From an optimization exercise on the open Yosys and OpenROAD flow, aimed at small area, a short achievable clock period and few clock cycles per item; shortcuts taken in it are not production practice.
RTL that was checked went through simulation tests only; none was proved equivalent to the original.
For run 1, only the layout was checked, not whether the RTL still works.
No activity file was given, so power comes from the tool's default toggle rates.

--- flow/design.v ---
package rtip_pkg;
  localparam int ACC_WIDTH_DEF    = 64;
  localparam int OFFSET_WIDTH_DEF = 8;
  localparam int BASE_W           = 6;
  localparam int CHAR_W           = 8;
  localparam int CFG_INDEX_W      = 8;
  localparam int CFG_DATA_W       = 8;
  localparam int CODE_W           = 7;
  localparam logic [CFG_INDEX_W-1:0] CFG_NUMBER_BASE = CFG_INDEX_W'(0);
  localparam logic [CFG_INDEX_W-1:0] CFG_SIGNED_MODE = CFG_INDEX_W'(1);
  localparam logic [2:0] PH_START = 3'd0;   
  localparam logic [2:0] PH_SIGN  = 3'd1;   
  localparam logic [2:0] PH_AZ    = 3'd2;   
  localparam logic [2:0] PH_AZX   = 3'd3;   
  localparam logic [2:0] PH_HZ    = 3'd4;   
  localparam logic [2:0] PH_DIG   = 3'd5;   
  localparam logic [2:0] PH_STOP  = 3'd6;   
  localparam logic [1:0] AR_10 = 2'd0;
  localparam logic [1:0] AR_8  = 2'd1;
  localparam logic [1:0] AR_16 = 2'd2;
endpackage
import rtip_pkg::*;
module rtip_step (
  input  logic [rtip_pkg::CHAR_W-1:0] char_code,
  input  logic                        last_char,
  output logic [rtip_pkg::CODE_W-1:0] code
);
  logic       is_dig;
  logic [3:0] dval;
  always_comb begin
    is_dig = 1'b0;
    dval   = {3'b000, (char_code == 8'h78) || (char_code == 8'h58)};
    if (char_code >= 8'h30 && char_code <= 8'h39) begin
      is_dig = 1'b1;
      dval   = char_code[3:0];
    end else if ((char_code >= 8'h61 && char_code <= 8'h66) ||
                 (char_code >= 8'h41 && char_code <= 8'h46)) begin
      is_dig = 1'b1;
      dval   = char_code[3:0] + 4'd9;
    end
  end
  assign code = {last_char, char_code == 8'h2d, is_dig, dval};
endmodule
module rtip_add #(
  parameter int W = 64
) (
  input  logic [W-1:0] a,
  input  logic [W-1:0] b,
  input  logic         ci,
  output logic [W-1:0] s
);
  localparam int L = $clog2(W);
  logic [W-1:0] p, g0;
  logic [W-1:0] gg [0:L];
  logic [W-1:0] pp [0:L];
  assign p  = a ^ b;
  assign g0 = (a & b) | {{(W-1){1'b0}}, p[0] & ci};
  assign gg[0] = g0;
  assign pp[0] = p;
  genvar l, i;
  generate
    for (l = 0; l < L; l++) begin : lv
      for (i = 0; i < W; i++) begin : bt
        if ((i >> l) % 2 == 1) begin : op
          assign gg[l+1][i] = gg[l][i] | (pp[l][i] & gg[l][((i >> l) << l) - 1]);
          assign pp[l+1][i] = pp[l][i] & pp[l][((i >> l) << l) - 1];
        end else begin : pass
          assign gg[l+1][i] = gg[l][i];
          assign pp[l+1][i] = pp[l][i];
        end
      end
    end
  endgenerate
  assign s = p ^ {gg[L][W-2:0], ci};
endmodule
import rtip_pkg::*;
module radix_integer_text_parser #(
  parameter int ACC_WIDTH    = rtip_pkg::ACC_WIDTH_DEF,
  parameter int OFFSET_WIDTH = rtip_pkg::OFFSET_WIDTH_DEF,
  parameter int OUT_W        = ((ACC_WIDTH + OFFSET_WIDTH + 7) / 8) * 8
) (
  input  logic                               clk,
  input  logic                               rst,
  input  logic                               cfg_valid,
  output logic                               cfg_ready,
  input  logic [rtip_pkg::CFG_INDEX_W-1:0]   cfg_index,
  input  logic [rtip_pkg::CFG_DATA_W-1:0]    cfg_data,
  input  logic                               s_axis_tvalid,
  output logic                               s_axis_tready,
  input  logic [rtip_pkg::CHAR_W-1:0]        s_axis_tdata,
  input  logic                               s_axis_tlast,
  output logic                               m_axis_tvalid,
  input  logic                               m_axis_tready,
  output logic [OUT_W-1:0]                   m_axis_tdata
);
  logic [BASE_W-1:0] cfg_base;
  logic              cfg_sgn;
  assign cfg_ready = 1'b1;
  always_ff @(posedge clk) begin
    if (rst) begin
      cfg_base <= '0;
      cfg_sgn  <= 1'b0;
    end else if (cfg_valid) begin
      if (cfg_index == CFG_NUMBER_BASE) cfg_base <= cfg_data[BASE_W-1:0];
      if (cfg_index == CFG_SIGNED_MODE) cfg_sgn  <= cfg_data[0];
    end
  end
  logic auto, hexm, cfast;
  assign auto  = (cfg_base == '0);
  assign hexm  = (cfg_base == 6'd16);
  assign cfast = (cfg_base == 6'd8) || (cfg_base == 6'd10) || hexm;
  logic [CODE_W-1:0] in_code, s1_c, sk_c;
  logic              s1_v, sk_v, s1_adv, in_hs, s1_load, enter_slow;
  rtip_step u_dec (.char_code(s_axis_tdata), .last_char(s_axis_tlast), .code(in_code));
  assign s_axis_tready = !sk_v;
  assign in_hs         = s_axis_tvalid && !sk_v;
  assign s1_load       = !s1_v || s1_adv;
  always_ff @(posedge clk) begin
    if (rst) begin
      s1_v <= 1'b0;
      sk_v <= 1'b0;
    end else if (s1_load) begin
      s1_v <= sk_v || in_hs;
      sk_v <= 1'b0;
    end else if (in_hs) begin
      sk_v <= 1'b1;
    end
  end
  always_ff @(posedge clk) begin
    if (s1_load)         s1_c      <= sk_v ? sk_c : in_code;
    else if (enter_slow) s1_c[3:0] <= 4'd0;   
    if (in_hs)           sk_c      <= in_code;
  end
  logic [2:0]              ph, nph;
  logic [1:0]              ar, nar;
  logic                    neg, nneg;
  logic [OFFSET_WIDTH-1:0] off;
  logic [ACC_WIDTH-1:0]    acc;
  logic                    m_v;
  logic                    busy;
  logic [5:0]              cnt;
  logic [5:0]              h;
  logic                    xen, xinv, y10, y16, ysh, c10, fin;
  logic [3:0] d;
  logic       is_dig, is_m, is_x, last, is_0;
  assign d      = s1_c[3:0];
  assign is_dig = s1_c[4];
  assign is_m   = s1_c[5];
  assign last   = s1_c[6];
  assign is_x   = !is_dig && d[0];
  assign is_0   = is_dig && (d == 4'd0);
  logic              start, fast, dlt;
  logic [BASE_W-1:0] radix;
  assign start = (ph == PH_START);
  assign radix = !auto ? cfg_base : (ar == AR_8) ? 6'd8 : (ar == AR_16) ? 6'd16 : 6'd10;
  assign fast  = auto || cfast;
  assign dlt   = is_dig && (auto ? ((ar == AR_16) || (ar == AR_10 && d < 4'd10) || !d[3])
                                 : ((cfg_base[5:4] != 2'b00) || (d < cfg_base[3:0])));
  logic take, acc_take, acc_zero;
  logic [1:0] inc;
  always_comb begin
    nph      = ph;
    nar      = ar;
    nneg     = neg;
    inc      = 2'd0;
    take     = 1'b0;
    acc_take = 1'b0;
    acc_zero = 1'b0;
    case (ph)
      PH_START, PH_SIGN: begin
        if (start) begin
          nneg     = 1'b0;
          acc_zero = 1'b1;
        end
        if (start && cfg_sgn && is_m) begin
          nph  = PH_SIGN;
          inc  = 2'd1;
          nneg = 1'b1;
        end else if (auto && is_0) begin
          nph = PH_AZ;
          nar = AR_8;
          inc = 2'd1;
        end else if (hexm && is_0) begin
          nph = PH_HZ;
          inc = 2'd1;
        end else begin
          take = 1'b1;
        end
      end
      PH_AZ: begin
        if (is_x) begin
          nph = PH_AZX;
          nar = AR_16;
        end else begin
          take = 1'b1;
        end
      end
      PH_AZX: begin
        if (is_dig) take = 1'b1;
        else        nph  = PH_STOP;
      end
      PH_HZ: begin
        if (is_x) begin
          nph = PH_DIG;
          inc = 2'd1;
        end else begin
          take = 1'b1;
        end
      end
      PH_DIG: take = 1'b1;
      default: ;
    endcase
    if (take) begin
      if (dlt) begin
        nph      = PH_DIG;
        inc      = (ph == PH_AZX) ? 2'd2 : 2'd1;
        acc_take = 1'b1;
      end else begin
        nph = PH_STOP;
      end
    end
    if (last) begin
      nph = PH_START;
      nar = AR_10;
    end
  end
  logic stop_now, neg_now, mv_now;
  assign stop_now = (ph != PH_STOP) && (nph == PH_STOP);
  assign neg_now  = nneg && (stop_now || (last && ph != PH_STOP));
  assign mv_now   = last && !neg_now;
  logic need_slow, blocked, slow_done;
  assign need_slow  = acc_take && !start && !fast;
  assign slow_done  = busy && (cnt == 6'd63);
  assign blocked    = start && ((m_v && !m_axis_tready) || xinv);
  assign s1_adv     = s1_v && !blocked && (!need_slow || slow_done);
  assign enter_slow = s1_v && need_slow && !busy;
  logic [6:0]           t;
  logic                 sg, dh;
  logic [ACC_WIDTH-1:0] xa, ya, sum;
  logic                 c1;
  assign t   = {1'b0, h} + (acc[0] ? {1'b0, radix} : 7'd0);
  assign sg  = !(ysh || xinv);
  assign dh  = sg && d[3];
  assign xa  = (xen  ? {acc[ACC_WIDTH-4:0], 3'b000} : '0) |
               (xinv ? ~acc : '0) |
               {{(ACC_WIDTH-3){1'b0}}, dh && c10, dh && c10, 1'b0} |
               {{(ACC_WIDTH-3){1'b0}}, sg ? d[2:1] : 2'b00, 1'b0};
  assign ya  = (y10 ? (acc << 1) : '0) | (y16 ? (acc << 3) : '0) |
               (ysh ? {t[0], acc[ACC_WIDTH-1:1]} : '0) |
               {{(ACC_WIDTH-3){1'b0}}, dh && !c10, dh && !c10, 1'b0};
  assign c1  = dh || (xinv && !acc[0]);
  assign sum[0] = (sg && d[0]) || (xinv && acc[0]) || (ysh && acc[1]);
  rtip_add #(.W(ACC_WIDTH-1)) u_add (
    .a  (xa[ACC_WIDTH-1:1]),
    .b  (ya[ACC_WIDTH-1:1]),
    .ci (c1),
    .s  (sum[ACC_WIDTH-1:1])
  );
  logic acc_en, acc_hold;
  assign acc_en   = busy || xinv || (s1_adv && acc_take);
  assign acc_hold = !acc_en && !(s1_adv && acc_zero);
  logic       ph_n_start, busy_n, xinv_n, cls10_n, cls16_n;
  logic [1:0] ar_n;
  assign ph_n_start = s1_adv ? (nph == PH_START) : start;
  assign ar_n       = s1_adv ? nar : ar;
  assign busy_n     = enter_slow || (busy && !slow_done);
  assign xinv_n     = s1_adv && neg_now;
  assign cls10_n    = auto ? (ar_n == AR_10) : (cfg_base == 6'd10);
  assign cls16_n    = auto ? (ar_n == AR_16) : hexm;
  logic [OFFSET_WIDTH:0] off_sum;
  assign off_sum = (start ? '0 : {1'b0, off}) + (OFFSET_WIDTH+1)'(inc);
  always_ff @(posedge clk) begin
    if (rst) begin
      ph   <= PH_START;
      ar   <= AR_10;
      m_v  <= 1'b0;
      busy <= 1'b0;
      xen  <= 1'b0;
      xinv <= 1'b0;
      y10  <= 1'b0;
      y16  <= 1'b0;
      ysh  <= 1'b0;
      c10  <= 1'b0;
      fin  <= 1'b0;
    end else begin
      if (s1_adv) begin
        ph <= nph;
        ar <= nar;
      end
      if ((s1_adv && mv_now) || (xinv && fin)) m_v <= 1'b1;
      else if (m_axis_tready)                  m_v <= 1'b0;
      busy <= busy_n;
      xinv <= xinv_n;
      fin  <= s1_adv && neg_now && last;
      xen  <= !ph_n_start && !busy_n && !xinv_n;
      y10  <= !ph_n_start && !busy_n && !xinv_n && cls10_n;
      y16  <= !ph_n_start && !busy_n && !xinv_n && cls16_n;
      ysh  <= busy_n;
      c10  <= cls10_n;
    end
  end
  always_ff @(posedge clk) begin
    acc <= (sum & {ACC_WIDTH{acc_en}}) | (acc & {ACC_WIDTH{acc_hold}});
    if (busy) begin
      h   <= t[6:1];
      cnt <= cnt + 6'd1;
    end else begin
      h   <= {2'b00, d};
      cnt <= '0;
    end
    if (s1_adv) begin
      neg <= nneg;
      off <= off_sum[OFFSET_WIDTH] ? '1 : off_sum[OFFSET_WIDTH-1:0];
    end
  end
  assign m_axis_tvalid = m_v;
  assign m_axis_tdata  = OUT_W'({off, acc});
endmodule
--- flow/run.sh ---
#!/bin/bash
# synth_recipe.tcl (not shown) runs the flow's synth.tcl, then flattens the netlist and writes it again
# the make line also repeats each setting of config.mk as NAME=value (left out here)
make -C /OpenROAD-flow-scripts/flow DESIGN_CONFIG=/design/flow/config.mk WORK_HOME=/design/flow/orfs CLKGATE_MAP_FILE= SYNTH_SCRIPT=/design/flow/synth_recipe.tcl finish
--- flow/config.mk ---
export PLATFORM = sky130hd
export DESIGN_NAME = radix_integer_text_parser
export DESIGN_NICKNAME = radix_integer_text_parser
export VERILOG_FILES = /design/flow/design.v
export SDC_FILE = /design/flow/constraint.sdc
export NUM_CORES = 4
export LEC_CHECK = 0
export CAP_MARGIN = 20
export CORE_MARGIN = 2
export CORE_UTILIZATION = 40
export SETUP_SLACK_MARGIN = 5
export SLEW_MARGIN = 20
--- flow/constraint.sdc ---
create_clock -name core_clock -period 9.0 [get_ports {clk}]
set_input_delay 1.8000 -clock core_clock [delete_from_list [all_inputs] [get_ports {clk}]]
set_output_delay 1.8000 -clock core_clock [all_outputs]
set_load 0.01 [all_outputs]
==> results.yml, run 1 <==
status:
  status: "no timing/DRC/antenna violations"
global_routing:
  antenna_found_initial: 0
  track_usage: 0.213
  grt_overflow_total: 0
  grt_max_degree: 68
  grt_pass1_vias: 8854
  grt_pass1_wl_microns: 44900
drt:
  drt-total-wl_microns: 27500
  remaining_drc_errors: 0
  drtAntennaViolNets: 0
  via_per_inst: 5.80
  initialDrtViolationCount: 943
  first_pass_iters: 9
  avgRoutedWirePerCell_microns: 17.1
  via_count: 9350
timing:
  hold_violations: 0
  period_minus_slack_ns: 3.85
  tightest_slew_ns: 0.726
  slew_violations: 0
  slew_headroom: 0.515
  fin_tns_setup_ns: 0
  fin_skew_ns: 0.0111
  setup_violations: 0
  clock.fmax_mhz: 260
  post-route-period-util: 0.428
  rsz0062_at_grt: "true"
die:
  die_area_sq_um: 25200
  die_x_microns: 159
  io_pins: 105
  core-area_sq_um: 23500
  initial_core_util: 0.408
  dieHeight_microns: 159
  rows: 56
clock_tree:
  cts_made_buffers: 17
  hold_buffers: 0
  clockRootBuffer: "clkbuf_16"
  cts-htree-levels: 4
  insertion_delay_ns: 0.43
  path_clk_slew_ns: 0.07
  cts_sinks: 121
  max-clock-path-buffers: 2
  cts_tree: "built"
yosys:
  synthMuxAreaShare: 0.0201
  synthTopCellsByArea: "dfxtp_1 (20%), ha_1 (10%), edfxtp_1 (7.2%)"
  yosys.area.top_type: "dfxtp_1"
  synth-edff-count: 23
  yosysSeqAreaShare: 0.277
  synth-async-reset-ratio: 0
  yosys.area.top_type_share: 0.205
  ys_types: 86
  synth_flop_cell: "dfxtp_1"
  synth-compound-area-share: 0.291
  synth_seq_cells: 121
  synthAdderAreaFrac: 0.123
  synth_area_sq_um: 9590
  syn_avg_cell_area_sq_um: 8.05
  yosys.area_share.xor_xnor: 0.0411
  synth_top_family_by_area: "compound AO/OA/AOI/OAI gates"
  yosys_warnings: 5
  synth-simple-area-share: 0.180
  syn_nets: 1309
  synth_cells: 1190
place:
  dp.cells: 1554
  dp_hpwl_microns: 17700
  io_buffers: 101
  place_congestion: 0.841
critical_path:
  path_delay_family: "simple AND/OR/NAND/NOR gates"
  worstSetupStartpointType: "input pin"
  path_max_fanout: 51
  critPathSlowestCell: "buf_6"
  crit_buf_inv: 2
  max_stage_delay_ns: 0.41
  arrival_ns: 4.16
  crit_path_cell_trace: "clkdlybuf4s50_1 -> nor2b_1 -> o21ai_2 -> nand2_1 -> nor2_4 -> a211oi_4 -> buf_6 -> a2111oi_0 -> or3_1"
  critPathKind: "input pin to register"
  required_ns: 9.31
  cp-end-kind: "register"
power:
  p_leak_nw: 5.19
  peakVddDrop_v: 0.000104
  power_density_nw_per_um2: 127
finish:
  drive_gt1_frac: 0.0913
  area_delta_synth_final_pct: 24.0
  diodes: 0
  nets: 1398
  fin_cells: 1611
run:
  drv_cap: 0
worst_hold_path:
  min_path_type: "register to register"
==> where the power goes <==
| part | switching [mW] | internal [mW] |
|---|---|---|
| Sequential | 0.0272 | 0.572 |
| Clock | 0.298 | 0.408 |
| Combinational | 0.119 | 0.0825 |
==> sequential cells by signal (all words and copies together) (netlist names), 2 cells and up <==
signal,flops
h,6
s1_c,7
ar,2
cfg_base,6
sk_c,7
off,8
cnt,6
ph,3
acc,64
==> layer usage <==
layer	track usage	vias to the layer above	wire length [microns]
li1	-	4595	-
met1	0.284	4459	12600
met2	0.357	278	13100
met3	0.0337	18	1540
met4	0.0596	0	193
met5	0	-	0
==> timing repair <==
action / CTS / global route
endpoints found under the setup margin: 67 / 41
gates cloned: 1 / 1
pin swaps: 5 / 12
setup buffers: 11 / 12
gates resized for setup: 31 / 24
==> metrics by stage <==
| stage | setup WS, ns | cell area (sq um) | hold WS, ns | total power [mW] | utilization |
|---|---|---|---|---|---|
| 6_report | 5.15 | 11900 | 0.449 | 1.51 | 0.506 |
| 5_1_grt | 4.96 | 11900 | 0.486 | 1.56 | 0.506 |
| 4_1_cts | 4.98 | 11700 | 0.449 | 1.51 | 0.497 |
| 3_5_place_dp | 4.08 | 10800 | 0.437 | 0.796 | 0.461 |
| 3_3_place_gp | 4.11 | 10800 | 0.437 | 0.793 | 0.461 |
| 2_1_floorplan | 5.11 | 9590 | 0.414 | 0.723 | - |
==> synth_stat cells, types with 14 or more instances <==
cell / n
nand2_1: 157
o21ai_0: 131
inv_1: 104
dfxtp_1: 98
ha_1: 80
a222oi_1: 60
nor2_1: 57
clkbuf_1: 54
a21oi_1: 50
xnor2_1: 26
a21o_1: 24
edfxtp_1: 23
nand3_1: 20
xor2_1: 19
and3_1: 17
nor3_1: 16
nand2b_1: 14
==> layout by cell type, fill, tap and decap left out, drive strengths merged, types with 19 or more instances in the layout <==
cell             n
nand2          157
o21ai          136
inv            111
clkdlybuf4s50  101
dfxtp           98
ha              80
a222oi          60
nor2            57
a21oi           51
buf             31
xnor2           26
a21o            25
edfxtp          23
nand3           20
xor2            19
clkbuf          19
==> logic make-up after synthesis <==
group	after synthesis
fa+ha+maj	89
flops	121
buf+inv	169
compound gates	391
mux	18
other cells	1
xor+xnor	45
simple gates	356
==> path summary, 6_finish.rpt <==
check,start,to,slack [ns],cells after the start
setup reg to reg,ysh,acc[45],5.16,16
setup / recovery,m_axis_tready,acc[32],5.15,9
hold reg to reg,cnt[0],cnt[0],0.45,1
hold / removal,cnt[0],cnt[0],0.45,1
==> layout make-up <==
cell class              count  area [sq um]
clock buffers              18           450
clock inverters            14           149
fillers                  2220         11600
inverters                 105           398
multi-input cells         900          6460
flip-flops and latches    121          2670
well taps                 319           399
repair buffers            133          1350
repair inverters            1          5.00
==> run 2, diff against run 1 <==
--- a/flow/design.v
+++ b/flow/design.v
@@ -49,13 +49,12 @@
   input  logic         ci,
   output logic [W-1:0] s
 );
-  localparam int L = $clog2(W);
-  logic [W-1:0] p, g0;
+  localparam int L = 6;   
+  logic [W-1:0] p;
   logic [W-1:0] gg [0:L];
   logic [W-1:0] pp [0:L];
-  assign p  = a ^ b;
-  assign g0 = (a & b) | {{(W-1){1'b0}}, p[0] & ci};
-  assign gg[0] = g0;
+  assign p     = a ^ b;
+  assign gg[0] = a & b;
   assign pp[0] = p;
   genvar l, i;
   generate
@@ -71,7 +70,7 @@
       end
     end
   endgenerate
-  assign s = p ^ {gg[L][W-2:0], ci};
+  assign s = p ^ {gg[L][W-2:0] | (pp[L][W-2:0] & {(W-1){ci}}), ci};
 endmodule
 import rtip_pkg::*;
 module radix_integer_text_parser #(
==> run 2 against run 1 <==
  * Still clean on timing, DRC and antenna
  * Synthesized cell count is 0.34% lower
  * Register-to-register slack improved by 0.03 ns
  * Sequential power about the same
  * Maximum frequency is 1.2% higher
  * Sequential share of layout area is 0.43 points higher
  * Combinational power is essentially flat
  * Global-route usage is 0.35 points lower
  * Largest cell class unchanged
  * Highest routed layer unchanged
==> results.yml, run 2 <==
status:
  status: "no timing/DRC/antenna violations"
yosys:
  yosys.area.top_type: "dfxtp_1"
  yosys_warnings: 5
  syn_avg_cell_area_sq_um: 8.03
  synthTopCellsByArea: "dfxtp_1 (21%), ha_1 (11%), o21ai_0 (7.8%)"
  ys_types: 83
  synth_top_family_by_area: "compound AO/OA/AOI/OAI gates"
  yosysMostFrequentCell: "nand2_1"
  synth_flop_cell: "dfxtp_1"
  ys_top_cells_by_count: "nand2_1 (152), o21ai_0 (148), dfxtp_1 (98)"
  synth_seq_cells: 121
  yosys.area.top_type_share: 0.206
  synth-simple-area-share: 0.176
  synthAdderAreaFrac: 0.114
  synth_area_sq_um: 9520
  yosysSeqAreaShare: 0.279
  synth-async-reset-ratio: 0
  synth-edff-count: 23
  synth_cells: 1186
  synthMuxAreaShare: 0.0208
  yosys.area_share.xor_xnor: 0.0589
  syn_nets: 1301
  synth-compound-area-share: 0.287
global_routing:
  grt_pass1_vias: 8497
  grt_pass1_wl_microns: 42800
  grt_overflow_total: 0
  grt_max_degree: 80
  antenna_found_initial: 0
  track_usage: 0.210
power:
  peakVddDrop_v: 0.000105
  p_leak_nw: 5.07
  power.total_mw: 1.56
  power_density_nw_per_um2: 134
die:
  die_area_sq_um: 25100
  rows: 56
  die_x_microns: 158
  core-area_sq_um: 23400
  dieHeight_microns: 158
  initial_core_util: 0.407
  io_pins: 105
timing:
  setup_violations: 0
  hold_slack_ns: 0.447
  clock.fmax_mhz: 263
  slew_headroom: 0.462
  post-route-period-util: 0.423
  rsz0062_at_grt: "false"
  period_minus_slack_ns: 3.81
  fin_tns_setup_ns: 0
  tightest_slew_ns: 0.808
  slew_violations: 0
  fin_skew_ns: 0.0106
  hold_violations: 0
critical_path:
  arrival_ns: 4.14
  r2r_cells: 14
  path_max_fanout: 20
  required_ns: 9.34
  critPathKind: "register to register"
  worstSetupStartpointType: "register"
  cp-end-kind: "register"
clock_tree:
  insertion_delay_ns: 0.42
  max-clock-path-buffers: 2
  clockRootBuffer: "clkbuf_16"
  cts_sinks: 121
  cts-htree-levels: 4
  path_clk_slew_ns: 0.06
  cts_tree: "built"
  cts_made_buffers: 17
drt:
  via_per_inst: 5.72
  via_count: 9107
  drtAntennaViolNets: 0
  remaining_drc_errors: 0
  avgRoutedWirePerCell_microns: 16.6
  first_pass_iters: 7
  initialDrtViolationCount: 1037
  drt-total-wl_microns: 26400
finish:
  largest_reg_flops: 64
  nets: 1374
  diodes: 0
  top_regs: "acc (64), off (8)"
  area_delta_synth_final_pct: 22.2
  final_cell_mix: "nand2_1 (152), o21ai_0 (147), clkdlybuf4s50_1 (101)"
  fill_cells: 2247
  final_common_cell: "nand2_1"
  top_register: "acc"
  drive_gt1_frac: 0.0684
  stdcell_area_sq_um: 11600
place:
  io_buffers: 101
  place_congestion: 0.827
  postPlaceCellArea_sq_um: 10800
  dp_hpwl_microns: 16800
worst_hold_path:
  hold-path-cell-count: 1
  min_path_type: "register to register"
run:
  drv_cap: 0
[run 2: layout make-up]
| class | count | area (sq um) | area share |
|---|---|---|---|
| Clock inverter | 13 | 191 | 0.0164 |
| Multi-Input combinational cell | 906 | 6340 | 0.545 |
| Timing Repair Buffer | 116 | 1220 | 0.105 |
| Tap cell | 319 | 399 | 0.0343 |
| Inverter | 97 | 364 | 0.0313 |
| Clock buffer | 19 | 453 | 0.0389 |
| Sequential cell | 121 | 2660 | 0.229 |
[run 2: repair_timing]
action	4_1_cts	5_1_grt
endpoints found under the setup margin	64	29
pin swaps	2	6
hold endpoints to repair	0	0
buffers inserted	1	4
hold buffers	0	0
cloned	0	2
resized for setup	3	23
[run 2: path summary, 6_finish.rpt]
| check | start | endpoint | slack (ns) |
|---|---|---|---|
| worst max-delay path | ysh | acc[59] | 5.19 |
| worst min-delay path | cnt[0] | cnt[0] | 0.45 |
| worst max register to register | ysh | acc[59] | 5.19 |
| worst min register to register | cnt[0] | cnt[0] | 0.45 |
[run 2: worst max-delay path, cell delays in order (launching register included)]
cell and delay [ns]:
dfxtp_4 0.37, buf_16 0.17, a222oi_1 0.36, inv_1 0.14, ha_4 0.30, nand2_1 0.07, or3_1 0.37, or3_4 0.37
a21oi_4 0.20, nor4_4 0.07, buf_4 0.18, a2111o_1 0.41, a311oi_2 0.36, nor3_1 0.10, o31ai_2 0.22
[run 2: per-layer routing]
layer / GRT usage / wire length [microns] / up-vias
met2: 0.351 / 12200 / 298
li1: - / - / 4529
met3: 0.0329 / 1650 / 23
met1: 0.281 / 12100 / 4257
met5: 0 / 0 / -
met4: 0.0579 / 361 / 0
[run 2: where the power goes]
| part | switching [mW] | internal (mW) |
|---|---|---|
| Clock | 0.276 | 0.481 |
| Sequential | 0.0268 | 0.574 |
| Combinational | 0.125 | 0.0777 |
| Total | 0.427 | 1.13 |
[run 2: cells by family (layout without fill, tap and decap cells)]
kind of cell	after synthesis	count (layout)
AOI/OAI and AO/OA	394	394
and+or+nand+nor	343	343
buffers and inverters	159	245
DFF	121	121
adders and majority gates	85	85
xor gates and xnor gates	64	64
muxes	19	19
other	1	1
[run 2: metrics by stage]
step	setup slack [ns]	utilization	std cells
after floorplan	5.28	-	1186
after global placement	4.30	0.460	1552
after detailed placement	4.27	0.460	1552
after CTS	4.97	0.489	1585
after global routing	5.01	0.497	1591
final	5.19	0.497	1591
Testbench counts of run 2, summed over its fixed seeds: cycles 28,666, chars 28,066.
==> run 3, diff against run 2 <==
==> flow/flow/run.sh (new file) <==
#!/bin/bash
# The standard layout, with the smallest buffer on the ports and a tighter setup repair
# target. Each make step keeps its own log under orfs/logs; make's output goes to make.log.
set -euo pipefail
bash standard.sh \
  "BUFFER_PORTS_ARGS=-buffer_cell sky130_fd_sc_hd__buf_1" \
  SETUP_SLACK_MARGIN=6 \
  finish > make.log 2>&1
==> flow/standard.sh (new file) <==
#!/bin/bash
# synth_recipe.tcl (not shown) runs the flow's synth.tcl, then flattens the netlist and writes it again
# the make line also repeats each setting of config.mk as NAME=value (left out here)
make -C /OpenROAD-flow-scripts/flow DESIGN_CONFIG=/design/flow/config.mk WORK_HOME=/design/flow/orfs CLKGATE_MAP_FILE= SYNTH_SCRIPT=/design/flow/synth_recipe.tcl "${@:-finish}"
removed: flow/run.sh
==> run 3 against run 2 <==
  * Still clean
  * Clock skew increased by 0.0053 ns
  * Sequential power about the same
  * Final cell count increased by 5.0%
  * First-iteration DRC count decreased by 1.3%
  * Critical path type unchanged
==> results.yml, run 3 <==
status:
  status: "no timing/DRC/antenna violations"
clock_tree:
  path_clk_slew_ns: 0.07
  cts_sinks: 121
  max-clock-path-buffers: 2
  cts_made_buffers: 17
  cts_tree: "built"
  cts-htree-levels: 4
  clockRootBuffer: "clkbuf_16"
  insertion_delay_ns: 0.44
timing:
  slew_violations: 0
  slew_headroom: 0.390
  post-route-period-util: 0.405
  clock.fmax_mhz: 275
  setup_violations: 0
  rsz0062_at_grt: "true"
  fin_tns_setup_ns: 0
  fin_skew_ns: 0.0159
  hold_violations: 0
  period_minus_slack_ns: 3.64
  tightest_slew_ns: 0.914
finish:
  nets: 1453
  stdcell_area_sq_um: 12800
  final_core_util: 0.549
  top_register: "acc"
  area_delta_synth_final_pct: 34.9
  largest_reg_flops: 64
  final_common_cell: "nand2_1"
  final_cell_mix: "nand2_1 (148), buf_1 (99), inv_1 (91)"
  drive_gt1_frac: 0.231
  top_regs: "acc (64), off (8)"
  diodes: 0
critical_path:
  path_max_fanout: 8
  critPathKind: "register to register"
  rr_startpoint: "ysh"
  worstSetupStartpointType: "register"
  arrival_ns: 4.00
  crit_path_start: "ysh"
  max_stage_delay_ns: 0.45
  cp-end-kind: "register"
  required_ns: 9.35
  crit_path_cell_trace: "buf_16 -> a222oi_1 -> inv_1 -> ha_4 -> nand2_4 -> or3_1 -> or3_4 -> a21oi_4 -> nor4_4 -> buf_4 -> a2111o_1 -> a311oi_4 -> nor3_2 -> o31ai_2"
  critPathSlowestCell: "a2111o_1"
yosys:
  synth_area_sq_um: 9520
  yosys.area.top_type_share: 0.206
  yosysMostFrequentCell: "nand2_1"
  synthMuxAreaShare: 0.0208
  ys_types: 83
  synthAdderAreaFrac: 0.114
  yosysSeqAreaShare: 0.279
  synth-edff-count: 23
  ys_top_cells_by_count: "nand2_1 (152), o21ai_0 (148), dfxtp_1 (98)"
  yosys.area_share.xor_xnor: 0.0589
  yosys.area.top_type: "dfxtp_1"
  synthTopCellsByArea: "dfxtp_1 (21%), ha_1 (11%), o21ai_0 (7.8%)"
  synth_top_family_by_area: "compound AO/OA/AOI/OAI gates"
  synth_cells: 1186
  syn_avg_cell_area_sq_um: 8.03
  synth-async-reset-ratio: 0
  yosys_warnings: 5
  synth_seq_cells: 121
  syn_nets: 1301
  synth-compound-area-share: 0.287
  synth-simple-area-share: 0.176
  synth_flop_cell: "dfxtp_1"
worst_hold_path:
  min_path_type: "register to register"
  hp-start: "cnt[0]"
global_routing:
  grt_pass1_wl_microns: 46400
  grt_overflow_total: 0
  antenna_found_initial: 0
  track_usage: 0.228
  grt_max_degree: 65
  grt_pass1_vias: 9232
place:
  place_congestion: 0.831
  dp_hpwl_microns: 17200
  postPlaceCellArea_sq_um: 10400
  io_buffers: 101
drt:
  drtAntennaViolNets: 0
  via_count: 9813
  drt-total-wl_microns: 29300
  remaining_drc_errors: 0
  initialDrtViolationCount: 1024
  avgRoutedWirePerCell_microns: 17.6
  via_per_inst: 5.88
  first_pass_iters: 9
die:
  initial_core_util: 0.407
  io_pins: 105
  rows: 56
  die_area_sq_um: 25100
  dieHeight_microns: 158
  die_x_microns: 158
  core-area_sq_um: 23400
power:
  p_leak_nw: 5.35
  power.total_mw: 1.54
  power_density_nw_per_um2: 120
  peakVddDrop_v: 0.0000952
run:
  drv_cap: 0
==> run 3: cell counts after synthesis <==
No cell type changed its count.
==> run 3: critical path: cells and delay by family, from the launching register on <==
kind | cells | cell delay, ns
DFF | 1 | 0.41
adders and majority gates | 1 | 0.30
AOI/OAI and AO/OA | 5 | 1.47
buffers and inverters | 3 | 0.43
and+or+nand+nor | 5 | 0.95
==> run 3: power breakdown <==
part / switching [mW] / internal, mW / leakage [nW] / total (mW)
logic: 0.145 / 0.0938 / 4.03 / 0.239
registers: 0.0284 / 0.574 / 1.04 / 0.602
clock network: 0.327 / 0.374 / 0.290 / 0.701
total: 0.501 / 1.04 / 5.35 / 1.54
==> run 3: cell type report <==
type                       instances  area [sq um]
sequential                       121          2680
inverter                          97           387
clock buffer                      17           425
multi-input combinational        906          7360
tap                              319           399
fill                            2139         10600
timing repair buffer             195          1420
clock inverter                    15           173
==> run 3: final timing paths <==
path / endpoint / slack, ns / cells after the start
min reg2reg: cnt[0] / 0.45 / 1
max reg2reg: acc[59] / 5.36 / 14
min: cnt[0] / 0.45 / 1
max: acc[59] / 5.36 / 14
==> run 3: metal layers <==
layer	wire length, microns	GRT usage	up-vias
li1	-	-	4702
met1	12800	0.287	4756
met2	14400	0.405	322
met3	1720	0.0327	33
met4	391	0.0678	0
met5	0	0	-
==> run 3: timing repair <==
action                                  in CTS  in global routing
buffers inserted                            59                 21
resized for setup                          154                 87
endpoints found under the setup margin      88                 82
pin swaps                                   42                 66
gates cloned                                 5                  1
hold buffers                                 0                  0
==> run 3: cells by family (layout without fill, tap and decap cells) <==
group / count (synthesis) / count (layout)
AO/OA/AOI/OAI: 394 / 394
AND/OR/NAND/NOR: 343 / 343
buffers and inverters: 159 / 324
flip-flops: 121 / 121
adder cells (fa/ha/maj): 85 / 85
XOR/XNOR: 64 / 64
multiplexers: 19 / 19
other: 1 / 1
==> run 3: metrics by stage <==
step,worst slack (ns),hold slack (ns),std cells
global route,5.22,0.477,1670
finish,5.36,0.446,1670
floorplan,5.50,0.421,1186
global placement,4.64,0.438,1552
detailed placement,4.62,0.444,1552
CTS,5.37,0.453,1648
==> run 4, diff against run 3 <==
--- a/flow/flow/run.sh
+++ b/flow/flow/run.sh
@@ -4,5 +4,5 @@
 set -euo pipefail
 bash standard.sh \
   "BUFFER_PORTS_ARGS=-buffer_cell sky130_fd_sc_hd__buf_1" \
-  SETUP_SLACK_MARGIN=6 \
+  SETUP_SLACK_MARGIN=5 \
   finish > make.log 2>&1
--- a/flow/config.mk
+++ b/flow/config.mk
@@ -7,6 +7,8 @@
 export LEC_CHECK = 0
 export CAP_MARGIN = 20
 export CORE_MARGIN = 2
-export CORE_UTILIZATION = 40
+export CORE_UTILIZATION = 55
+export CTS_BUF_LIST = sky130_fd_sc_hd__clkbuf_8
+export PLACE_DENSITY = 0.75
 export SETUP_SLACK_MARGIN = 5
 export SLEW_MARGIN = 20
==> run 4 against run 3 <==
  * Clock skew is 0.0037 ns lower
  * Register-to-register slack got worse by 0.22 ns
  * Total power fell by 17%
  * Global-route usage rose by 3.8 points
  * Critical path type unchanged
  * Critical endpoint is now acc[46]
  * Largest cell class unchanged
==> results.yml, run 4 <==
status:
  status: "no timing/DRC/antenna violations"
clock_tree:
  cts-htree-levels: 4
  cts_tree: "built"
  max-clock-path-buffers: 2
  cts_sinks: 121
  cts_made_buffers: 17
  insertion_delay_ns: 0.46
  clockRootBuffer: "clkbuf_8"
  path_clk_slew_ns: 0.08
  hold_buffers: 0
die:
  io_pins: 105
  die_x_microns: 136
  rows: 48
  dieHeight_microns: 136
  initial_core_util: 0.556
  die_area_sq_um: 18400
  core-area_sq_um: 17100
drt:
  first_pass_iters: 10
  avgRoutedWirePerCell_microns: 16.5
  drt-total-wl_microns: 24700
  remaining_drc_errors: 0
  via_per_inst: 6.20
  drtAntennaViolNets: 0
  via_count: 9269
  initialDrtViolationCount: 1021
place:
  io_buffers: 101
  dp_hpwl_microns: 16100
  place_congestion: 0.856
critical_path:
  worstSetupStartpointType: "register"
  cp-end-kind: "register"
  critPathKind: "register to register"
  regToRegEndpoint: "acc[46]"
  endpoint: "acc[46]"
  r2r_cells: 15
  path_max_fanout: 30
  required_ns: 9.35
  ff2ff_setup_slack_ns: 5.14
  crit_path_start: "ysh"
  rr_startpoint: "ysh"
  arrival_ns: 4.21
finish:
  diodes: 0
  largest_reg_flops: 64
  top_register: "acc"
  area_delta_synth_final_pct: 11.5
  final_common_cell: "nand2_1"
  nets: 1371
  final_cell_mix: "nand2_1 (152), o21ai_0 (147), buf_1 (101)"
  final_core_util: 0.621
  top_regs: "acc (64), off (8)"
  drive_gt1_frac: 0.0678
yosys:
  ys_top_cells_by_count: "nand2_1 (152), o21ai_0 (148), dfxtp_1 (98)"
  synth_area_sq_um: 9520
  synth_flop_cell: "dfxtp_1"
  yosysSeqAreaShare: 0.279
  ys_types: 83
  yosys.area.top_type_share: 0.206
  synth-async-reset-ratio: 0
  synth_cells: 1186
  syn_avg_cell_area_sq_um: 8.03
  synth_seq_cells: 121
  yosysMostFrequentCell: "nand2_1"
  synth-edff-count: 23
  syn_nets: 1301
  yosys.area.top_type: "dfxtp_1"
  yosys_warnings: 5
  synthTopCellsByArea: "dfxtp_1 (21%), ha_1 (11%), o21ai_0 (7.8%)"
run:
  drv_cap: 0
timing:
  setup_violations: 0
  rsz0062_at_grt: "true"
  slew_headroom: 0.291
  period_minus_slack_ns: 3.86
  tightest_slew_ns: 1.06
  post-route-period-util: 0.429
  fin_tns_setup_ns: 0
  hold_violations: 0
  clock.fmax_mhz: 259
  slew_violations: 0
  fin_skew_ns: 0.0122
power:
  p_leak_nw: 4.72
  power_density_nw_per_um2: 120
  peakVddDrop_v: 0.0000937
global_routing:
  grt_pass1_vias: 8504
  track_usage: 0.266
  grt_pass1_wl_microns: 40700
  antenna_found_initial: 0
  grt_overflow_total: 0
  grt_max_degree: 66
worst_hold_path:
  min_path_type: "register to register"
run 4: worst min-delay path by stage:
stage          startpoint  endpoint  slack, ns  cells after the start
2_1_floorplan      cnt[0]    cnt[0]       0.42                      1
3_3_place_gp       cnt[0]    cnt[0]       0.44                      1
3_5_place_dp       cnt[0]    cnt[0]       0.46                      1
4_1_cts            cnt[0]    cnt[0]       0.47                      1
5_1_grt            cnt[0]    cnt[0]       0.51                      1
6_report           cnt[0]    cnt[0]       0.46                      1
run 4: worst max-delay path, stage by stage (launching register included):
cell	delay, ns
dfxtp_4	0.42
buf_16	0.19
a222oi_1	0.34
inv_1	0.13
ha_4	0.30
nand3_1	0.11
or3_1	0.36
or3_4	0.37
a21oi_4	0.19
nor4_4	0.07
buf_4	0.18
buf_4	0.14
o31ai_4	0.39
a211oi_2	0.15
mux2i_1	0.14
a211o_1	0.27
run 4: report_power, final:
group	leakage (nW)	switching [mW]	internal, mW
Clock	0.198	0.267	0.229
Sequential	1.03	0.0260	0.573
Combinational	3.49	0.122	0.0595
Total	4.72	0.415	0.862
run 4: layout make-up:
| type | count | area, sq um |
|---|---|---|
| clock buffer | 17 | 234 |
| clock inverter | 15 | 155 |
| fill | 1534 | 6490 |
| inverter | 97 | 364 |
| multi-input combinational | 906 | 6380 |
| sequential | 121 | 2660 |
| tap | 225 | 282 |
| timing repair buffer | 113 | 547 |
run 4: per-stage QoR:
stage	power, mW	hold slack (ns)	setup slack, ns	area (sq um)	std cells
final	1.28	0.463	5.14	10600	1494
after global routing	1.33	0.509	4.98	10600	1494
after CTS	1.28	0.468	5.02	10400	1488
after detailed placement	0.786	0.455	4.76	10000	1456
after global placement	0.783	0.438	4.76	10000	1456
after floorplan	0.732	0.421	5.28	9520	1186
run 4: metal layers:
layer  share of wire  vias to the layer above  GRT usage  routed length [microns]
li1                -                     4519          -                        -
met1            0.45                     4357      0.353                    11000
met2            0.47                      357      0.440                    11600
met3           0.067                       36     0.0464                     1640
met4           0.016                        0     0.0874                      403
met5               0                        -          0                        0
run 4: what timing repair did:
action                     CTS  global route
setup endpoints to repair   22            26
gates cloned                 0             1
buffers inserted             0             5
pin swaps                    1             7
resized for setup            6            24
run 4: logic make-up after synthesis:
group                      count (synthesis)  synth area share
muxes                                     19            0.0208
DFF                                      121             0.279
and+or+nand+nor                          343             0.176
buffers and inverters                    159            0.0640
xor gates and xnor gates                  64            0.0589
adders and majority gates                 85             0.114
other                                      1          0.000394
AOI/OAI and AO/OA                        394             0.287
==> run 5, diff against run 4 <==
--- a/flow/design.v
+++ b/flow/design.v
@@ -51,26 +51,37 @@
 );
   localparam int L = 6;   
   logic [W-1:0] p;
-  logic [W-1:0] gg [0:L];
-  logic [W-1:0] pp [0:L];
+  logic [W-1:0] gg [0:2*L-1];
+  logic [W-1:0] pp [0:2*L-1];
   assign p     = a ^ b;
   assign gg[0] = a & b;
   assign pp[0] = p;
   genvar l, i;
   generate
-    for (l = 0; l < L; l++) begin : lv
+    for (l = 0; l < L; l++) begin : up
       for (i = 0; i < W; i++) begin : bt
-        if ((i >> l) % 2 == 1) begin : op
-          assign gg[l+1][i] = gg[l][i] | (pp[l][i] & gg[l][((i >> l) << l) - 1]);
-          assign pp[l+1][i] = pp[l][i] & pp[l][((i >> l) << l) - 1];
+        if ((i % (2 << l)) == (2 << l) - 1) begin : op
+          assign gg[l+1][i] = gg[l][i] | (pp[l][i] & gg[l][i-(1<<l)]);
+          assign pp[l+1][i] = pp[l][i] & pp[l][i-(1<<l)];
         end else begin : pass
           assign gg[l+1][i] = gg[l][i];
           assign pp[l+1][i] = pp[l][i];
         end
       end
     end
+    for (l = L - 1; l >= 1; l--) begin : dn
+      for (i = 0; i < W; i++) begin : bt
+        if ((i % (1 << l)) == (1 << (l-1)) - 1 && i >= (1 << l)) begin : op
+          assign gg[2*L-l][i] = gg[2*L-l-1][i] | (pp[2*L-l-1][i] & gg[2*L-l-1][i-(1<<(l-1))]);
+          assign pp[2*L-l][i] = pp[2*L-l-1][i] & pp[2*L-l-1][i-(1<<(l-1))];
+        end else begin : pass
+          assign gg[2*L-l][i] = gg[2*L-l-1][i];
+          assign pp[2*L-l][i] = pp[2*L-l-1][i];
+        end
+      end
+    end
   endgenerate
-  assign s = p ^ {gg[L][W-2:0] | (pp[L][W-2:0] & {(W-1){ci}}), ci};
+  assign s = p ^ {gg[2*L-1][W-2:0] | (pp[2*L-1][W-2:0] & {(W-1){ci}}), ci};
 endmodule
 import rtip_pkg::*;
 module radix_integer_text_parser #(
--- a/flow/config.mk
+++ b/flow/config.mk
@@ -7,8 +7,6 @@
 export LEC_CHECK = 0
 export CAP_MARGIN = 20
 export CORE_MARGIN = 2
-export CORE_UTILIZATION = 55
-export CTS_BUF_LIST = sky130_fd_sc_hd__clkbuf_8
-export PLACE_DENSITY = 0.75
+export CORE_UTILIZATION = 40
 export SETUP_SLACK_MARGIN = 5
 export SLEW_MARGIN = 20
==> run 5 against run 4 <==
  * Synthesized area decreased by 1.7%
  * Wire length up 3.8%
  * Count of clock-buffer cells in the layout stayed put
  * Highest routed layer unchanged
  * Non-clock buffer count decreased by 1
  * Critical endpoint is now acc[63]
  * Sequential share of layout area decreased by 0.23 points
  * Setup slack improved by 0.0086 ns
  * Combinational power grew 26%
  * Largest cell class unchanged
  * Worst hold slack got worse by 0.022 ns
  * Flip-flop and latch count unchanged
==> results.yml, run 5 <==
critical_path:
  crit_buf_inv: 2
  critPathSlowestCell: "or4_1"
  critPathKind: "register to register"
  required_ns: 9.31
  arrival_ns: 4.16
  cp-end-kind: "register"
  crit_path_cell_trace: "buf_16 -> a222oi_1 -> inv_1 -> ha_1 -> a21oi_1 -> nor2_1 -> a211oi_2 -> o2111ai_2 -> a21oi_2 -> a21oi_4 -> o21ai_2 -> a21oi_2 -> or4_1 -> a32o_1"
  path_max_fanout: 54
  crit_path_start: "ysh"
  ff2ff_setup_slack_ns: 5.14
  rr_startpoint: "ysh"
  worstSetupStartpointType: "register"
  max_stage_delay_ns: 0.52
  path_delay_family: "compound AO/OA/AOI/OAI gates"
  r2r_cells: 14
  crit_top_cell: "a21oi_2"
  regToRegEndpoint: "acc[63]"
yosys:
  yosys_warnings: 5
  syn_nets: 1282
  yosys.area_share.xor_xnor: 0.0543
  yosysMostFrequentCell: "nand2_1"
  synth_top_family_by_area: "compound AO/OA/AOI/OAI gates"
  syn_avg_cell_area_sq_um: 8.02
  synth-edff-count: 23
  synthAdderAreaFrac: 0.116
  synth_area_sq_um: 9360
  synth-async-reset-ratio: 0
  synth-compound-area-share: 0.280
  synth_flop_cell: "dfxtp_1"
  synthMuxAreaShare: 0.0200
  synthTopCellsByArea: "dfxtp_1 (21%), ha_1 (11%), edfxtp_1 (7.4%)"
  synth_seq_cells: 121
  yosysSeqAreaShare: 0.283
  synth_cells: 1167
  yosys.area.top_type: "dfxtp_1"
  synth-simple-area-share: 0.180
  ys_types: 78
  yosys.area.top_type_share: 0.210
  ys_top_cells_by_count: "nand2_1 (148), o21ai_0 (122), dfxtp_1 (98)"
finish:
  drive_gt1_frac: 0.0687
  final_core_util: 0.471
  fill_cells: 2259
  final_common_cell: "nand2_1"
  multi_input_area_sq_um: 6190
  stdcell_area_sq_um: 10700
  largest_reg_flops: 64
  regArea_sq_um: 2660
  diodes: 0
  final_cell_mix: "nand2_1 (148), o21ai_0 (121), buf_1 (101)"
  nets: 1354
  top_register: "acc"
  area_delta_synth_final_pct: 14.5
  top_regs: "acc (64), off (8)"
global_routing:
  antenna_found_initial: 0
  grt_overflow_total: 0
  grt_max_degree: 66
  grt_pass1_wl_microns: 42800
  grt_pass1_vias: 8454
  track_usage: 0.211
drt:
  drtAntennaViolNets: 0
  remaining_drc_errors: 0
  via_count: 9083
  initialDrtViolationCount: 1047
  avgRoutedWirePerCell_microns: 16.4
  via_per_inst: 5.80
  first_pass_iters: 8
  drt-total-wl_microns: 25600
clock_tree:
  cts_sinks: 121
  clockRootBuffer: "clkbuf_16"
  cts_tree: "built"
  cts_made_buffers: 17
  hold_buffers: 0
  path_clk_slew_ns: 0.06
  max-clock-path-buffers: 2
  insertion_delay_ns: 0.42
  cts-htree-levels: 4
die:
  initial_core_util: 0.411
  core-area_sq_um: 22800
  die_area_sq_um: 24600
  die_x_microns: 157
  rows: 55
  dieHeight_microns: 157
  io_pins: 105
power:
  comb_power_share: 0.148
  power_density_nw_per_um2: 145
  p_int_mw: 1.09
  peakVddDrop_v: 0.0000905
  clkPwrFrac: 0.454
  p_sw_frac: 0.296
  p_leak_nw: 4.75
  switching_power_uw: 459
  power_frac_seq: 0.398
  power.total_mw: 1.55
timing:
  hold_slack_ns: 0.441
  setup_violations: 0
  post-route-period-util: 0.428
  hold_violations: 0
  tightest_slew_ns: 1.04
  slew_violations: 0
  period_minus_slack_ns: 3.86
  fin_tns_setup_ns: 0
  clock.fmax_mhz: 259
  fin_skew_ns: 0.0108
  slew_headroom: 0.304
  rsz0062_at_grt: "true"
place:
  postPlaceCellArea_sq_um: 9970
  place_congestion: 0.868
  io_buffers: 101
  dp_hpwl_microns: 16700
worst_hold_path:
  min_path_type: "register to register"
  hold_end: "cnt[0]"
  hold-path-cell-count: 1
  hp-start: "cnt[0]"
run:
  drv_cap: 0
status:
  status: "no timing/DRC/antenna violations"
## run 5: cell count changes after synthesis, sizes merged, moves of 7 or more
| cell | previous run | this run |
|---|---|---|
| clkbuf | 58 | 45 |
| o21a | 12 | 5 |
| o21bai | 2 | 15 |
| buf | 4 | 14 |
| xor2 | 34 | 24 |
| o21ai | 150 | 139 |
| nand4 | 7 | 14 |
| nor3 | 12 | 20 |
| a21oi | 62 | 69 |
## run 5: repair_timing
item,4_1_cts,5_1_grt
pin swaps,0,5
buffers inserted,0,3
endpoints found under the hold margin,0,0
setup endpoints to repair,30,37
gates resized for setup,8,20
## run 5: routing by layer
metal	share of wire	track usage	up-vias	routed length (microns)
met1	0.47	0.297	4307	12100
li1	-	-	4444	-
met5	0	0	-	0
met2	0.46	0.335	312	11700
met4	0.010	0.0625	0	260
met3	0.063	0.0297	20	1600
## run 5: final cells by class
class,count,area share
Timing Repair Buffer,112,0.0470
Clock buffer,17,0.0397
Clock inverter,15,0.0166
Inverter,99,0.0347
Tap cell,313,0.0365
Multi-Input combinational cell,888,0.577
Sequential cell,121,0.248
## run 5: through the flow
stage	setup slack, ns	instances
after floorplan	5.22	1167
after global placement	4.44	1530
after detailed placement	4.41	1530
after CTS	5.01	1562
after global routing	4.95	1565
final	5.14	1565
## run 5: cells by family (layout without fill, tap and decap cells)
family | Yosys count | count (layout)
compound gates | 384 | 384
xor+xnor | 58 | 58
fa+ha+maj | 85 | 85
buf+inv | 158 | 243
flops | 121 | 121
mux | 18 | 18
other cells | 1 | 1
simple gates | 342 | 342
## run 5: worst max path at each step
stage                   end  slack [ns]  depth (start not counted)
global placement    acc[63]        4.44                         14
detailed placement  acc[63]        4.41                         14
global route        acc[44]        4.95                         14
finish              acc[63]        5.14                         14
CTS                 acc[63]        5.01                         14
floorplan           acc[63]        5.22                         16
## run 5: power by group through the flow
| stage | Sequential [mW] | Combinational, mW | Clock, mW |
|---|---|---|---|
| after CTS | 0.615 | 0.227 | 0.720 |
| after global placement | 0.627 | 0.224 | 0 |
| after global routing | 0.621 | 0.255 | 0.742 |
| after detailed placement | 0.627 | 0.226 | 0 |
| after floorplan | 0.619 | 0.162 | 0 |
| final | 0.617 | 0.230 | 0.705 |
Testbench counts of run 5, summed over its fixed seeds: cycles 28,666, chars 28,066.
==> run 6, diff against run 5 <==
--- a/flow/flow/run.sh
+++ b/flow/flow/run.sh
@@ -4,5 +4,5 @@
 set -euo pipefail
 bash standard.sh \
   "BUFFER_PORTS_ARGS=-buffer_cell sky130_fd_sc_hd__buf_1" \
-  SETUP_SLACK_MARGIN=5 \
+  SETUP_SLACK_MARGIN=5.5 \
   finish > make.log 2>&1
==> run 6 against run 5 <==
  * Still clean on timing, DRC and antenna
  * Clock skew grew 0.00057 ns
  * Total power grew 0.86%
  * Global-route usage grew 1.4 points
  * Synthesized cell count is the same
  * Setup slack gained 0.19 ns
  * Sequential power is essentially flat
  * Synthesized area is the same
  * Flip-flop and latch count is the same
  * Critical path depth is the same
  * Design area grew 9.8%
  * Register-to-register slack gained 0.19 ns
  * Sequential share of layout area shrank 2.2 points
  * Highest routed layer unchanged
==> results.yml, run 6 <==
status:
  status: "no timing/DRC/antenna violations"
timing:
  hold_violations: 0
  period_minus_slack_ns: 3.67
  setup_violations: 0
  slew_headroom: 0.372
  tightest_slew_ns: 0.934
  setup_ws_ns: 5.33
  slew_violations: 0
  clock.fmax_mhz: 273
  fin_skew_ns: 0.0114
  rsz0062_at_grt: "true"
  fin_tns_setup_ns: 0
  hold_slack_ns: 0.445
  post-route-period-util: 0.408
critical_path:
  arrival_ns: 3.98
  regToRegEndpoint: "acc[63]"
  ff2ff_setup_slack_ns: 5.33
  path_delay_family: "compound AO/OA/AOI/OAI gates"
  cp-end-kind: "register"
  critPathKind: "register to register"
  path_max_fanout: 9
  rr_startpoint: "ysh"
  crit_buf_inv: 2
  crit_path_cell_trace: "clkbuf_16 -> a222oi_1 -> inv_1 -> ha_1 -> a21oi_1 -> o21ai_2 -> a221oi_4 -> o311ai_2 -> a21oi_4 -> a21oi_4 -> o21ai_4 -> a21oi_4 -> or4_4 -> a32o_1"
  crit_top_cell: "a21oi_4"
  required_ns: 9.31
  r2r_cells: 14
  crit_cells: 14
  max_stage_delay_ns: 0.51
  critPathSlowestCell: "or4_4"
  worstSetupStartpointType: "register"
global_routing:
  grt_pass1_vias: 8730
  antenna_found_initial: 0
  grt_pass1_wl_microns: 45100
  grt_max_degree: 66
  grt_overflow_total: 0
  track_usage: 0.225
clock_tree:
  cts_sinks: 121
  path_clk_slew_ns: 0.06
  clockRootBuffer: "clkbuf_16"
  cts-htree-levels: 4
  cts_made_buffers: 17
  hold_buffers: 0
  cts_tree: "built"
  max-clock-path-buffers: 2
  insertion_delay_ns: 0.42
die:
  initial_core_util: 0.411
  rows: 55
  die_x_microns: 157
  core-area_sq_um: 22800
  die_area_sq_um: 24600
  io_pins: 105
  dieHeight_microns: 157
finish:
  diodes: 0
  multi_input_area_sq_um: 6720
  largest_reg_flops: 64
  area_delta_synth_final_pct: 25.8
  top_regs: "acc (64), off (8)"
  regArea_sq_um: 2670
  nets: 1404
  fill_cells: 2144
  top_register: "acc"
  fin_cells: 1615
  final_cell_mix: "nand2_1 (148), o21ai_0 (106), buf_1 (101)"
  drive_gt1_frac: 0.151
  final_common_cell: "nand2_1"
place:
  place_ws_ns: 4.45
  io_buffers: 101
  dp_hpwl_microns: 17000
  dp.cells: 1528
  place_congestion: 0.863
power:
  p_leak_nw: 5.02
  power_density_nw_per_um2: 133
  peakVddDrop_v: 0.000118
  power.total_mw: 1.57
drt:
  drtAntennaViolNets: 0
  avgRoutedWirePerCell_microns: 17.7
  first_pass_iters: 8
  via_per_inst: 5.83
  via_count: 9415
  initialDrtViolationCount: 974
  drt-total-wl_microns: 28500
  met3RoutedLength_microns: 1870
  remaining_drc_errors: 0
  met2_length_microns: 13300
  highest_layer: "met4"
  met1_length_microns: 12900
worst_hold_path:
  min_path_type: "register to register"
  hold_end: "cnt[0]"
  hold-path-cell-count: 1
  hp-start: "cnt[0]"
yosys:
  yosys.area.top_type: "dfxtp_1"
  synthTopCellsByArea: "dfxtp_1 (21%), ha_1 (11%), edfxtp_1 (7.4%)"
  ys_types: 78
  synth_seq_cells: 121
  yosys.area.top_type_share: 0.210
  syn_avg_cell_area_sq_um: 8.02
  ys_top_cells_by_count: "nand2_1 (148), o21ai_0 (122), dfxtp_1 (98)"
  synth_area_sq_um: 9360
  synth-edff-count: 23
  synth-async-reset-ratio: 0
  synth_cells: 1167
  syn_nets: 1282
  yosys_warnings: 5
  yosysMostFrequentCell: "nand2_1"
  yosysSeqAreaShare: 0.283
  synth_flop_cell: "dfxtp_1"
run:
  drv_cap: 0
run 6: metrics by stage:
stage | cell area, sq um | utilization
floorplan | 9410 | -
global placement | 9990 | 0.439
detailed placement | 9990 | 0.439
CTS | 11100 | 0.486
global route | 11800 | 0.517
finish | 11800 | 0.517
run 6: logic make-up (layout without fill, tap and decap cells):
logic type,after synthesis,count (layout),share of synthesized area
AND/OR/NAND/NOR,342,342,0.180
adder cells (fa/ha/maj),85,85,0.116
multiplexers,18,18,0.0200
other,1,1,0.000401
flip-flops,121,121,0.283
AO/OA/AOI/OAI,384,384,0.280
XOR/XNOR,58,58,0.0543
buffers and inverters,158,293,0.0659
run 6: worst max-delay path by stage:
| stage | start | end | slack [ns] |
|---|---|---|---|
| finish | ysh | acc[63] | 5.33 |
| global route | ysh | acc[63] | 5.23 |
| CTS | xen | acc[48] | 5.39 |
| detailed placement | xinv | acc[63] | 4.45 |
| global placement | xinv | acc[63] | 4.52 |
| floorplan | ysh | acc[63] | 5.51 |
run 6: power by group:
part | internal [mW] | switching [mW] | total, mW
Sequential | 0.580 | 0.0391 | 0.619
Clock | 0.391 | 0.294 | 0.685
Combinational | 0.0976 | 0.164 | 0.261
run 6: what timing repair did:
item,in CTS,in global routing
setup endpoints to repair,88,46
gates cloned,3,4
setup buffers,16,32
endpoints found under the hold margin,0,0
pin swaps,19,48
resized for setup,65,62
run 6: layout make-up:
cell class	instances	share of cell area
Inverter	99	0.0326
Clock inverter	15	0.0132
Multi-Input combinational cell	888	0.571
Timing Repair Buffer	162	0.0875
Clock buffer	17	0.0361
Sequential cell	121	0.227
Tap cell	313	0.0333
run 6: routing by layer:
layer | track usage | up-vias
met4 | 0.0620 | 0
met1 | 0.306 | 4492
met3 | 0.0336 | 35
li1 | - | 4554
met2 | 0.370 | 334
met5 | 0 | -
==> run 7, diff against run 6 <==
--- a/flow/flow/run.sh
+++ b/flow/flow/run.sh
@@ -4,5 +4,5 @@
 set -euo pipefail
 bash standard.sh \
   "BUFFER_PORTS_ARGS=-buffer_cell sky130_fd_sc_hd__buf_1" \
-  SETUP_SLACK_MARGIN=5.5 \
+  SETUP_SLACK_MARGIN=5 \
   finish > make.log 2>&1
--- a/flow/config.mk
+++ b/flow/config.mk
@@ -10,3 +10,4 @@
 export CORE_UTILIZATION = 40
 export SETUP_SLACK_MARGIN = 5
 export SLEW_MARGIN = 20
+export TNS_END_PERCENT = 0
==> run 7 against run 6 <==
  * Still clean on timing, DRC and antenna
  * Combinational power is 12% lower
  * Synthesized cell count stayed put
  * Sequential share of layout area is 2.2 points higher
  * Clock power is 3% higher
  * Largest power group unchanged
==> results.yml, run 7 <==
die:
  rows: 55
  die_x_microns: 157
  core-area_sq_um: 22800
  die_area_sq_um: 24600
  dieHeight_microns: 157
  io_pins: 105
  initial_core_util: 0.411
critical_path:
  cp-end-kind: "register"
  worstSetupStartpointType: "register"
  path_max_fanout: 54
  critPathSlowestCell: "or4_1"
  arrival_ns: 4.23
  rr_startpoint: "ysh"
  max_stage_delay_ns: 0.52
  critPathKind: "register to register"
  crit_buf_inv: 2
  path_delay_family: "compound AO/OA/AOI/OAI gates"
  ff2ff_setup_slack_ns: 5.08
  required_ns: 9.31
  r2r_cells: 14
  regToRegEndpoint: "acc[63]"
  crit_top_cell: "a21oi_2"
  crit_path_cell_trace: "buf_16 -> a222oi_1 -> inv_1 -> ha_1 -> a21oi_1 -> o21ai_1 -> a221oi_2 -> o311ai_0 -> a21oi_2 -> a21oi_2 -> o21ai_1 -> a21oi_2 -> or4_1 -> a32o_1"
timing:
  rsz0062_at_grt: "true"
  hold_violations: 0
  slew_headroom: 0.299
  post-route-period-util: 0.436
  clock.fmax_mhz: 255
  fin_skew_ns: 0.0115
  setup_violations: 0
  period_minus_slack_ns: 3.92
  tightest_slew_ns: 1.04
  slew_violations: 0
  fin_tns_setup_ns: 0
drt:
  met2_length_microns: 11800
  initialDrtViolationCount: 1083
  via_per_inst: 5.78
  avgRoutedWirePerCell_microns: 16.3
  highest_layer: "met4"
  first_pass_iters: 8
  drt-total-wl_microns: 25500
  drtAntennaViolNets: 0
  met3RoutedLength_microns: 1500
  remaining_drc_errors: 0
  via_count: 9047
  met1_length_microns: 12000
finish:
  diodes: 0
  drive_gt1_frac: 0.0671
  top_regs: "acc (64), off (8)"
  largest_reg_flops: 64
  final_common_cell: "nand2_1"
  area_delta_synth_final_pct: 14.4
  final_core_util: 0.470
  final_cell_mix: "nand2_1 (148), o21ai_0 (121), buf_1 (101)"
  stdcell_area_sq_um: 10700
  nets: 1354
  top_register: "acc"
yosys:
  yosysMostFrequentCell: "nand2_1"
  yosysSeqAreaShare: 0.283
  synth-edff-count: 23
  synthTopCellsByArea: "dfxtp_1 (21%), ha_1 (11%), edfxtp_1 (7.4%)"
  syn_nets: 1282
  yosys_warnings: 5
  syn_avg_cell_area_sq_um: 8.02
  synth_flop_cell: "dfxtp_1"
  yosys.area.top_type: "dfxtp_1"
  synth_area_sq_um: 9360
  ys_types: 78
  synth_cells: 1167
  synth-async-reset-ratio: 0
  yosys.area.top_type_share: 0.210
  synth_seq_cells: 121
  ys_top_cells_by_count: "nand2_1 (148), o21ai_0 (122), dfxtp_1 (98)"
clock_tree:
  cts-htree-levels: 4
  cts_made_buffers: 17
  hold_buffers: 0
  insertion_delay_ns: 0.41
  cts_sinks: 121
  max-clock-path-buffers: 2
  cts_tree: "built"
  clockRootBuffer: "clkbuf_16"
  path_clk_slew_ns: 0.06
global_routing:
  grt_pass1_vias: 8454
  grt_max_degree: 66
  antenna_found_initial: 0
  grt_pass1_wl_microns: 42800
  grt_overflow_total: 0
  track_usage: 0.211
worst_hold_path:
  hold-path-cell-count: 1
  hold_end: "cnt[0]"
  hp-start: "cnt[0]"
  min_path_type: "register to register"
place:
  dp_hpwl_microns: 16700
  place_congestion: 0.868
  io_buffers: 101
  postPlaceCellArea_sq_um: 9970
status:
  status: "no timing/DRC/antenna violations"
power:
  peakVddDrop_v: 0.0000899
  p_leak_nw: 4.75
  power_density_nw_per_um2: 145
run:
  drv_cap: 0
run 7: changes by cell type in the layout (fill, tap and decap cells not counted), sizes merged:
| cell | before | now |
|---|---|---|
| buf | 157 | 112 |
| inv | 106 | 97 |
| clkinv | 5 | 10 |
| clkbuf | 21 | 17 |
| bufinv | 1 | 3 |
| clkinvlp | 2 | 4 |
| bufbuf | 1 | 0 |
run 7: cells by family (layout without fill, tap and decap cells):
family	count (synthesis)	in the layout	share of synthesized area
xor+xnor	58	58	0.0543
simple gates	342	342	0.180
compound gates	384	384	0.280
mux	18	18	0.0200
flops	121	121	0.283
buf+inv	158	243	0.0659
other cells	1	1	0.000401
fa+ha+maj	85	85	0.116
run 7: report_power, final:
part	total, mW	switching (mW)	internal (mW)
Clock	0.703	0.267	0.436
Combinational	0.230	0.153	0.0772
Sequential	0.617	0.0368	0.580
Total	1.55	0.457	1.09
run 7: worst reg2reg max path, delay by kind of cell, from the launching register on:
family,cells,cell delay [ns]
adder cells (fa/ha/maj),1,0.34
flip-flops,1,0.42
buffers and inverters,2,0.31
AND/OR/NAND/NOR,1,0.52
AO/OA/AOI/OAI,10,2.22
run 7: how the worst max path moves through the flow:
stage / to / from / slack [ns] / cells past startpoint
floorplan: acc[63] / ysh / 5.22 / 16
global placement: acc[63] / ysh / 4.44 / 14
detailed placement: acc[63] / ysh / 4.41 / 14
CTS: acc[63] / ysh / 5.01 / 14
global route: acc[63] / ysh / 4.89 / 14
finish: acc[63] / ysh / 5.08 / 14
run 7: routing by layer:
metal / track usage / up-vias
li1: - / 4447
met1: 0.297 / 4288
met3: 0.0297 / 23
met4: 0.0625 / 0
met2: 0.335 / 289
met5: 0 / -
run 7: metrics by stage:
stage	hold slack, ns	setup slack [ns]	power [mW]	instances
3_5_place_dp	0.436	4.41	0.854	1530
4_1_cts	0.445	5.01	1.56	1562
5_1_grt	0.476	4.89	1.62	1565
6_report	0.440	5.08	1.55	1565
3_3_place_gp	0.435	4.44	0.851	1530
2_1_floorplan	0.414	5.22	0.780	1167
run 7: timing repair:
action                     CTS  global route
resized for setup            8            16
setup buffers                0             3
pin swaps                    0             4
setup endpoints to repair   30            37
run 7: cell type report:
| class | instances | area, sq um |
|---|---|---|
| well taps | 313 | 392 |
| clock inverters | 15 | 178 |
| repair buffers | 112 | 504 |
| inverters | 99 | 372 |
| fillers | 2261 | 12100 |
| clock buffers | 17 | 425 |
| flip-flops and latches | 121 | 2660 |
| multi-input cells | 888 | 6180 |

separate check: timing with driven ports:
The results above use ideal ports. As a check the final layouts listed here were re-extracted and re-timed, cells and wires unchanged. Step 1 sets driving cells, clkbuf_16 on the clock port and buf_2 on the other inputs (assumed; they add their load-dependent delay and slew). Step 2 times the ports against the registers' clock, not the clock port: input delays grow and output delays shrink by t, the midpoint of the rising clock arrivals with the driver on. a / b / c = no drivers / after step 1 / after step 2; a / b = the first two.
| run | shift t [ns] | setup WS [ns] | hold slack, ns | latest minus earliest clock arrival (ns) | cell pins on the clock port's net |
|---|---|---|---|---|---|
| run 1 | 0.472 | 5.149 / 5.155 / 4.700 | 0.449 / 0.449 / 0.449 | 0.012 / 0.011 | 1 |
| run 2 | 0.463 | 5.193 / 5.193 / 4.803 | 0.447 / 0.447 / 0.447 | 0.011 / 0.011 | 1 |
| run 3 | 0.478 | 5.359 / 5.359 / 5.359 | 0.446 / 0.446 / 0.446 | 0.016 / 0.015 | 1 |
| run 4 | 0.490 | 5.136 / 5.136 / 4.738 | 0.463 / 0.463 / 0.463 | 0.012 / 0.012 | 1 |
| run 5 | 0.455 | 5.144 / 5.144 / 5.120 | 0.441 / 0.441 / 0.441 | 0.011 / 0.011 | 1 |
| run 6 | 0.459 | 5.332 / 5.332 / 5.229 | 0.445 / 0.445 / 0.445 | 0.011 / 0.011 | 1 |
| run 7 | 0.454 | 5.077 / 5.077 / 4.861 | 0.440 / 0.440 / 0.440 | 0.012 / 0.012 | 1 |
After both steps every run listed still meets setup and hold. For run 1, which loses most, drivers alone change the setup slack by +0.006 ns; drivers and shift together by -0.449 ns.
